What follows belongs to an exercise in optimizing a design on an open flow for small area, a short achievable clock period and few clock cycles per item; a production flow would make more cautious choices. At most, simulation tests tie the RTL to the original design; equivalence was not proved. Power and IR-drop figures of this design are not reliable: the tool's default activity estimate is inflated in some of its runs.

==> run a <==
## fp32_truncating_alu_top
module fp32_truncating_alu_top
(
   input  wire logic        clock,
   input  wire logic        reset,
   input  wire logic        req_tvalid,
   output logic             req_tready,
   input  wire logic [71:0] req_tdata,
   output logic             rsp_tvalid,
   input  wire logic        rsp_tready,
   output logic [39:0]      rsp_tdata
);
   logic en;
   logic out_v, skid_v;
   logic [32:0] out_r, skid_r;
   assign en         = ~skid_v;
   assign req_tready = en;
   assign rsp_tvalid = out_v;
   assign rsp_tdata  = {7'd0, out_r};
   logic       v0;
   logic [1:0] op0;
   logic       as0, bs0;
   logic [7:0] ae0, be0;
   logic [22:0] am0, bm0;
   logic       ge0;      
   logic [11:0] bone0, btwo0, bone_i, btwo_i;    
   fta_booth_enc u_benc (.b({1'b1, req_tdata[65:43]}), .bone(bone_i), .btwo(btwo_i));
   always_ff @(posedge clock) begin
      if (reset) v0 <= 1'b0;
      else if (en) v0 <= req_tvalid;
   end
   always_ff @(posedge clock) begin
      if (en) begin
         op0 <= req_tdata[1:0];
         as0 <= req_tdata[2];
         ae0 <= req_tdata[10:3];
         am0 <= req_tdata[33:11];
  ...
==> module fta_div_sel, before the edit <==
module fta_div_sel
(
   input  wire logic [3:0] a,
   input  wire logic [3:0] b,
   output logic            pos,
   output logic            neg
);
   logic [3:0] p, g;
   logic       c3, e3;
   assign p   = a ^ b;
   assign g   = a & b;
   assign c3  = g[2] | (p[2] & g[1]) | (p[2] & p[1] & g[0]);
   assign e3  = p[3] ^ c3;
   assign pos = ~e3;
   assign neg = e3 & ~(&p);
endmodule
==> module fta_div_sel3, before the edit <==
module fta_div_sel3
(
   input  wire logic [3:0] a,
   input  wire logic [3:0] b,
   input  wire logic [3:0] v,
   input  wire logic       ci,
   output logic            pos,
   output logic            neg
);
   logic [3:0] x, y;
   assign x = a ^ b ^ v;
   assign y = {(a[2:0] & b[2:0]) | (a[2:0] & v[2:0]) | (b[2:0] & v[2:0]), ci};
   fta_div_sel u_sel (.a(x), .b(y), .pos(pos), .neg(neg));
endmodule
==> module fta_div_init, before the edit <==
module fta_div_init
(
   input  wire logic [22:0] a_mantissa,
   input  wire logic [22:0] b_mantissa,
   input  wire logic        ge,
   output logic [26:0]      s,
   output logic [26:0]      c,
   output logic             pos,
   output logic             neg
);
   assign s = ge ? {3'b001, a_mantissa, 1'b1} : {2'b01, a_mantissa, 2'b01};
   assign c = ~{3'b001, b_mantissa, 1'b0};
   fta_div_sel u_sel (.a(s[26:23]), .b(c[26:23]), .pos(pos), .neg(neg));
endmodule
==> module fta_div_row, before the edit <==
module fta_div_row
(
   input  wire logic [26:0] s,
   input  wire logic [26:0] c,
   input  wire logic [22:0] b_mantissa,
   input  wire logic        pos,
   input  wire logic        neg,
   output logic [26:0]      s_o,
   output logic [26:0]      c_o,
   output logic             npos,
   output logic             nneg
);
   logic [27:0] ys, yc, x, sm, mj;
   assign ys  = {s, 1'b0};
   assign yc  = {c, 1'b0};
   assign x   = ({28{pos}} & ~{4'b0001, b_mantissa, 1'b0})
              | ({28{neg}} &  {4'b0001, b_mantissa, 1'b0});
   assign sm  = ys ^ yc ^ x;
   assign mj  = (ys & yc) | (ys & x) | (yc & x);
   assign s_o = sm[26:0];
   assign c_o = {mj[25:0], pos};
   logic m_p, m_z, m_n;
   logic p_p, n_p, p_z, n_z, p_n, n_n;
   assign m_p = (s[21] & c[21]) | ((s[21] | c[21]) & ~b_mantissa[21]);
   assign m_z = s[21] & c[21];
   assign m_n = (s[21] & c[21]) | ((s[21] | c[21]) & b_mantissa[21]);
   fta_div_sel3 u_sp (.a(s[25:22]), .b(c[25:22]), .v({3'b110, ~b_mantissa[22]}), .ci(m_p),
                      .pos(p_p), .neg(n_p));
   fta_div_sel3 u_sz (.a(s[25:22]), .b(c[25:22]), .v(4'b0000), .ci(m_z), .pos(p_z), .neg(n_z));
   fta_div_sel3 u_sn (.a(s[25:22]), .b(c[25:22]), .v({3'b001, b_mantissa[22]}), .ci(m_n),
                      .pos(p_n), .neg(n_n));
   assign npos = pos ? p_p : neg ? p_n : p_z;
   assign nneg = pos ? n_p : neg ? n_n : n_z;
endmodule
==> module fta_div_fin, before the edit <==
module fta_div_fin
(
   input  wire logic [26:0] s,
   input  wire logic [26:0] c,
   input  wire logic [22:0] qp,      
   input  wire logic [22:0] qn,      
   input  wire logic        ge,
   output logic [22:0]      mant
);
   logic [26:0] w;
   logic [23:0] t, tm;
   logic [22:0] q;
   assign w    = s + c;
   assign t    = {1'b1, qp} - {1'b0, qn};
   assign tm   = {1'b1, qp} + {1'b1, ~qn};
   assign q    = (t[22:0] & {23{~w[26]}}) | (tm[22:0] & {23{w[26]}});
   assign mant = {q[22:1], q[0] & ge};
endmodule
export LEC_CHECK = 0
export ABC_AREA = 1
export CAP_MARGIN = 20
export CORE_MARGIN = 2
export CORE_UTILIZATION = 55
export PLACE_DENSITY = 0.7
export SLEW_MARGIN = 20
create_clock -name core_clock -period 12.0 [get_ports {clock}]
standard.sh (not shown) runs the stock make flow with config.mk's settings and CLKGATE_MAP_FILE= SYNTH_SCRIPT=/design/flow/synth_recipe.tcl, a recipe that flattens the netlist after the stock synthesis.
==> flow/flow/run.sh <==
#!/bin/bash
# Standard layout, with timing repair aiming below the clock period: repair
# works on every path with less than SETUP_SLACK_MARGIN ns of slack.
set -euo pipefail
bash standard.sh SETUP_SLACK_MARGIN=7 finish > standard_flow.log 2>&1
==> run b (differences from run a) <==
--- a/flow/design.v
+++ b/flow/design.v
@@ -1706,16 +1706,15 @@
    output logic [26:0]      c_o,
    output logic             npos,
    output logic             nneg
 );
    logic [27:0] ys, yc, x, sm, mj;
    assign ys  = {s, 1'b0};
    assign yc  = {c, 1'b0};
-   assign x   = ({28{pos}} & ~{4'b0001, b_mantissa, 1'b0})
-              | ({28{neg}} &  {4'b0001, b_mantissa, 1'b0});
+   assign x   = {28{pos | neg}} & ({4'b0001, b_mantissa, 1'b0} ^ {28{pos}});
    assign sm  = ys ^ yc ^ x;
    assign mj  = (ys & yc) | (ys & x) | (yc & x);
    assign s_o = sm[26:0];
    assign c_o = {mj[25:0], pos};
    logic m_p, m_z, m_n;
    logic p_p, n_p, p_z, n_z, p_n, n_n;
    assign m_p = (s[21] & c[21]) | ((s[21] | c[21]) & ~b_mantissa[21]);
@@ -1735,20 +1734,24 @@
    input  wire logic [26:0] c,
    input  wire logic [22:0] qp,      
    input  wire logic [22:0] qn,      
    input  wire logic        ge,
    output logic [22:0]      mant
 );
    logic [26:0] w;
-   logic [23:0] t, tm;
+   logic [23:0] t;
+   logic [22:0] low;                 
    logic [22:0] q;
-   assign w    = s + c;
-   assign t    = {1'b1, qp} - {1'b0, qn};
-   assign tm   = {1'b1, qp} + {1'b1, ~qn};
-   assign q    = (t[22:0] & {23{~w[26]}}) | (tm[22:0] & {23{w[26]}});
+   assign w = s + c;
+   assign t = {1'b1, qp} - {1'b0, qn};
+   always_comb begin
+      low[0] = 1'b1;
+      for (int i = 1; i < 23; i++) low[i] = low[i-1] & ~t[i-1];
+   end
+   assign q    = t[22:0] ^ (low & {23{w[26]}});
    assign mant = {q[22:1], q[0] & ge};
 endmodule
 `default_nettype wire
 `timescale 1ns / 1ps
 `default_nettype none
 module fp32_truncating_alu_top
 (
@@ -1770,32 +1773,28 @@
    assign rsp_tdata  = {7'd0, out_r};
    logic       v0;
    logic [1:0] op0;
    logic       as0, bs0;
    logic [7:0] ae0, be0;
    logic [22:0] am0, bm0;
    logic       ge0;      
-   logic [11:0] bone0, btwo0, bone_i, btwo_i;    
-   fta_booth_enc u_benc (.b({1'b1, req_tdata[65:43]}), .bone(bone_i), .btwo(btwo_i));
    always_ff @(posedge clock) begin
       if (reset) v0 <= 1'b0;
       else if (en) v0 <= req_tvalid;
    end
    always_ff @(posedge clock) begin
       if (en) begin
          op0 <= req_tdata[1:0];
          as0 <= req_tdata[2];
          ae0 <= req_tdata[10:3];
          am0 <= req_tdata[33:11];
          bs0 <= req_tdata[34] ^ (req_tdata[1:0] == 2'd1);
          be0 <= req_tdata[42:35];
          bm0 <= req_tdata[65:43];
          ge0 <= req_tdata[33:11] >= req_tdata[65:43];
-         bone0 <= bone_i;
-         btwo0 <= btwo_i;
       end
    end
    logic isdiv0, ismul0, isadd0;
    assign isdiv0 = (op0 == 2'd3);
    assign ismul0 = (op0 == 2'd2);
    assign isadd0 = ~op0[1];
    logic [26:0] s_i, c_i;
@@ -1808,14 +1807,16 @@
    fta_div_row u_row2 (.s(s_i), .c(c_i), .b_mantissa(bm0), .pos(qp_i), .neg(qn_i),
                       .s_o(st1_s2), .c_o(st1_c2), .npos(st1_p3), .nneg(st1_n3));
    logic [26:0] st1_s3, st1_c3;
    logic        st1_p4, st1_n4;
    fta_div_row u_row3 (.s(st1_s2), .c(st1_c2), .b_mantissa(bm0), .pos(st1_p3), .neg(st1_n3),
                       .s_o(st1_s3), .c_o(st1_c3), .npos(st1_p4), .nneg(st1_n4));
    logic [138:0] m_v;
+   logic [11:0] bone0, btwo0;    
+   fta_booth_enc u_benc (.b({1'b1, bm0}), .bone(bone0), .btwo(btwo0));
    fta_mul_pp u_mul_pp (.a({1'b1, am0}), .b({1'b1, bm0}), .bone(bone0), .btwo(btwo0), .v(m_v));
    logic [9:0]  e_mul;
    assign e_mul = {2'b00, ae0} + {2'b00, be0} - 10'd127;
    logic [22:0] a_big;
    logic [23:0] a_sml;
    logic [7:0]  a_e;
    logic        a_sg, a_sub;
==> flow/flow/run.sh (replaced) <==
#!/bin/bash
# Standard layout, with timing repair aiming below the clock period: repair
# works on every path with less than SETUP_SLACK_MARGIN ns of slack.
set -euo pipefail
bash standard.sh SETUP_SLACK_MARGIN=7.5 finish > standard_flow.log 2>&1
==> flow/config.mk (replaced) <==
export PLATFORM = sky130hd
export DESIGN_NAME = fp32_truncating_alu_top
export DESIGN_NICKNAME = fp32_truncating_alu_top
export VERILOG_FILES = /design/flow/design.v
export SDC_FILE = /design/flow/constraint.sdc
export NUM_CORES = 4
export LEC_CHECK = 0
export ABC_CLOCK_PERIOD_IN_PS = 4500
export CAP_MARGIN = 20
export CORE_MARGIN = 2
export CORE_UTILIZATION = 40
export SLEW_MARGIN = 20
==> run c (differences from run a) <==
--- a/flow/design.v
+++ b/flow/design.v
@@ -1649,55 +1649,34 @@
    assign row1 = r1[47:23];
 endmodule
 `default_nettype wire
 `timescale 1ns / 1ps
 `default_nettype none
 module fta_div_sel
 (
-   input  wire logic [3:0] a,
-   input  wire logic [3:0] b,
+   input  wire logic [3:0] est,
    output logic            pos,
    output logic            neg
 );
-   logic [3:0] p, g;
-   logic       c3, e3;
-   assign p   = a ^ b;
-   assign g   = a & b;
-   assign c3  = g[2] | (p[2] & g[1]) | (p[2] & p[1] & g[0]);
-   assign e3  = p[3] ^ c3;
-   assign pos = ~e3;
-   assign neg = e3 & ~(&p);
-endmodule
-module fta_div_sel3
-(
-   input  wire logic [3:0] a,
-   input  wire logic [3:0] b,
-   input  wire logic [3:0] v,
-   input  wire logic       ci,
-   output logic            pos,
-   output logic            neg
-);
-   logic [3:0] x, y;
-   assign x = a ^ b ^ v;
-   assign y = {(a[2:0] & b[2:0]) | (a[2:0] & v[2:0]) | (b[2:0] & v[2:0]), ci};
-   fta_div_sel u_sel (.a(x), .b(y), .pos(pos), .neg(neg));
+   assign pos = ~est[3];
+   assign neg = est[3] & ~(&est[2:0]);
 endmodule
 module fta_div_init
 (
    input  wire logic [22:0] a_mantissa,
    input  wire logic [22:0] b_mantissa,
    input  wire logic        ge,
    output logic [26:0]      s,
    output logic [26:0]      c,
    output logic             pos,
    output logic             neg
 );
    assign s = ge ? {3'b001, a_mantissa, 1'b1} : {2'b01, a_mantissa, 2'b01};
    assign c = ~{3'b001, b_mantissa, 1'b0};
-   fta_div_sel u_sel (.a(s[26:23]), .b(c[26:23]), .pos(pos), .neg(neg));
+   fta_div_sel u_sel (.est(s[26:23] + c[26:23]), .pos(pos), .neg(neg));
 endmodule
 module fta_div_row
 (
    input  wire logic [26:0] s,
    input  wire logic [26:0] c,
    input  wire logic [22:0] b_mantissa,
    input  wire logic        pos,
@@ -1712,24 +1691,27 @@
    assign yc  = {c, 1'b0};
    assign x   = ({28{pos}} & ~{4'b0001, b_mantissa, 1'b0})
               | ({28{neg}} &  {4'b0001, b_mantissa, 1'b0});
    assign sm  = ys ^ yc ^ x;
    assign mj  = (ys & yc) | (ys & x) | (yc & x);
    assign s_o = sm[26:0];
    assign c_o = {mj[25:0], pos};
-   logic m_p, m_z, m_n;
-   logic p_p, n_p, p_z, n_z, p_n, n_n;
+   logic [3:0] t, e_p, e_z, e_n;
+   logic       m_p, m_z, m_n;
+   logic       p_p, n_p, p_z, n_z, p_n, n_n;
+   assign t   = s[25:22] + c[25:22];
    assign m_p = (s[21] & c[21]) | ((s[21] | c[21]) & ~b_mantissa[21]);
    assign m_z = s[21] & c[21];
    assign m_n = (s[21] & c[21]) | ((s[21] | c[21]) & b_mantissa[21]);
-   fta_div_sel3 u_sp (.a(s[25:22]), .b(c[25:22]), .v({3'b110, ~b_mantissa[22]}), .ci(m_p),
-                      .pos(p_p), .neg(n_p));
-   fta_div_sel3 u_sz (.a(s[25:22]), .b(c[25:22]), .v(4'b0000), .ci(m_z), .pos(p_z), .neg(n_z));
-   fta_div_sel3 u_sn (.a(s[25:22]), .b(c[25:22]), .v({3'b001, b_mantissa[22]}), .ci(m_n),
-                      .pos(p_n), .neg(n_n));
+   assign e_p = t + {3'b110, ~b_mantissa[22]} + {3'd0, m_p};
+   assign e_z = t + {3'd0, m_z};
+   assign e_n = t + {3'b001, b_mantissa[22]} + {3'd0, m_n};
+   fta_div_sel u_sp (.est(e_p), .pos(p_p), .neg(n_p));
+   fta_div_sel u_sz (.est(e_z), .pos(p_z), .neg(n_z));
+   fta_div_sel u_sn (.est(e_n), .pos(p_n), .neg(n_n));
    assign npos = pos ? p_p : neg ? p_n : p_z;
    assign nneg = pos ? n_p : neg ? n_n : n_z;
 endmodule
 module fta_div_fin
 (
    input  wire logic [26:0] s,
    input  wire logic [26:0] c,
@@ -1740,15 +1722,15 @@
 );
    logic [26:0] w;
    logic [23:0] t, tm;
    logic [22:0] q;
    assign w    = s + c;
    assign t    = {1'b1, qp} - {1'b0, qn};
    assign tm   = {1'b1, qp} + {1'b1, ~qn};
-   assign q    = (t[22:0] & {23{~w[26]}}) | (tm[22:0] & {23{w[26]}});
+   assign q    = w[26] ? tm[22:0] : t[22:0];
    assign mant = {q[22:1], q[0] & ge};
 endmodule
 `default_nettype wire
 `timescale 1ns / 1ps
 `default_nettype none
 module fp32_truncating_alu_top
 (
==> flow/run.sh (new file) <==
#!/bin/bash
# synth_recipe.tcl (not shown) runs the flow's synth.tcl, then flattens the netlist and writes it again
# the make line also repeats each setting of config.mk as NAME=value (left out here)
make -C /OpenROAD-flow-scripts/flow DESIGN_CONFIG=/design/flow/config.mk WORK_HOME=/design/flow/orfs CLKGATE_MAP_FILE= SYNTH_SCRIPT=/design/flow/synth_recipe.tcl finish
==> flow/config.mk (replaced) <==
export PLATFORM = sky130hd
export DESIGN_NAME = fp32_truncating_alu_top
export DESIGN_NICKNAME = fp32_truncating_alu_top
export VERILOG_FILES = /design/flow/design.v
export SDC_FILE = /design/flow/constraint.sdc
export NUM_CORES = 4
export LEC_CHECK = 0
export ABC_AREA = 1
export CAP_MARGIN = 20
export CORE_MARGIN = 2
export CORE_UTILIZATION = 40
export SLEW_MARGIN = 20
removed: flow/flow/run.sh
removed: flow/standard.sh
==> comparison table <==
Share of total power in sequential cells: run b 13.4%; run a 17.1%; run c 17.8%
Post-Route Utilization: run b 48.9%; run a 61.0%; run c 44.3%
Antenna violations before repair: run b 11; run a 12; run c 8
Well Taps: run b 3132; run a 2175; run c 2854
Fraction of final layout cells with drive strength greater than 1: run b 19.8%; run a 6.70%; run c 4.82%
Fraction of power consumed by the clock network: run b 4.8%; run a 6.0%; run c 6.8%
Share of the yosys chip area belonging to registers: run b 34.8%; run a 36.9%; run c 38.1%
Cell-internal power: run b 44.8 mW; run a 30.7 mW; run c 30.7 mW
Buffers outside the clock class: run b 834; run a 328; run c 215
Final routed wirelength across all metal layers: run b 323 mm; run a 292 mm; run c 276 mm
GR met2 Demand/Resource: run b 44.3%; run a 59.1%; run c 40.4%
Instance count on the critical path: run b 29; run a 23; run c 13
Final GP Congestion: run b 0.952; run a 1.02; run c 0.975
Number of sequential cells: run b 1104; run a 1121; run c 1121
Routed length on met2: run b 156 mm; run a 141 mm; run c 130 mm
Status: run b timing/DRC/antenna clean; run a timing/DRC/antenna clean; run c timing/DRC/antenna clean
Testbench counts of run b, summed over its fixed seeds: cycles 16,080, items 16,000.
Function not checked in run a and run c: the RTL went through the layout flow alone.

-- static timing again, ports no longer ideal --
Ports are ideal in the flow. The routed layouts listed here were re-timed in OpenROAD. Step 1 assumes that a clkbuf_16 drives the clock port and a buf_2 every other input. Step 2 times the ports against the registers' clock, not the clock port: input delays grow and output delays shrink by t, the midpoint of the rising clock arrivals with the driver on. Three values: ideal ports, drivers, drivers and shift; two values: the first two.
run | shift t [ns] | setup slack, ns | hold slack, ns | worst setup path after step 2 | slew at the worst register clock pin (ns)
run a | 0.877 | 7.080 / 7.080 / 7.080 | 0.372 / 0.372 / 0.372 | register to register | 0.08 / 0.08
run b | 0.871 | 6.756 / 6.756 / 6.756 | 0.413 / 0.413 / 0.413 | register to register | 0.07 / 0.07
run c | 0.905 | 5.854 / 5.854 / 5.854 | 0.381 / 0.381 / 0.381 | register to register | 0.08 / 0.08
After both steps every run listed still meets setup and hold.
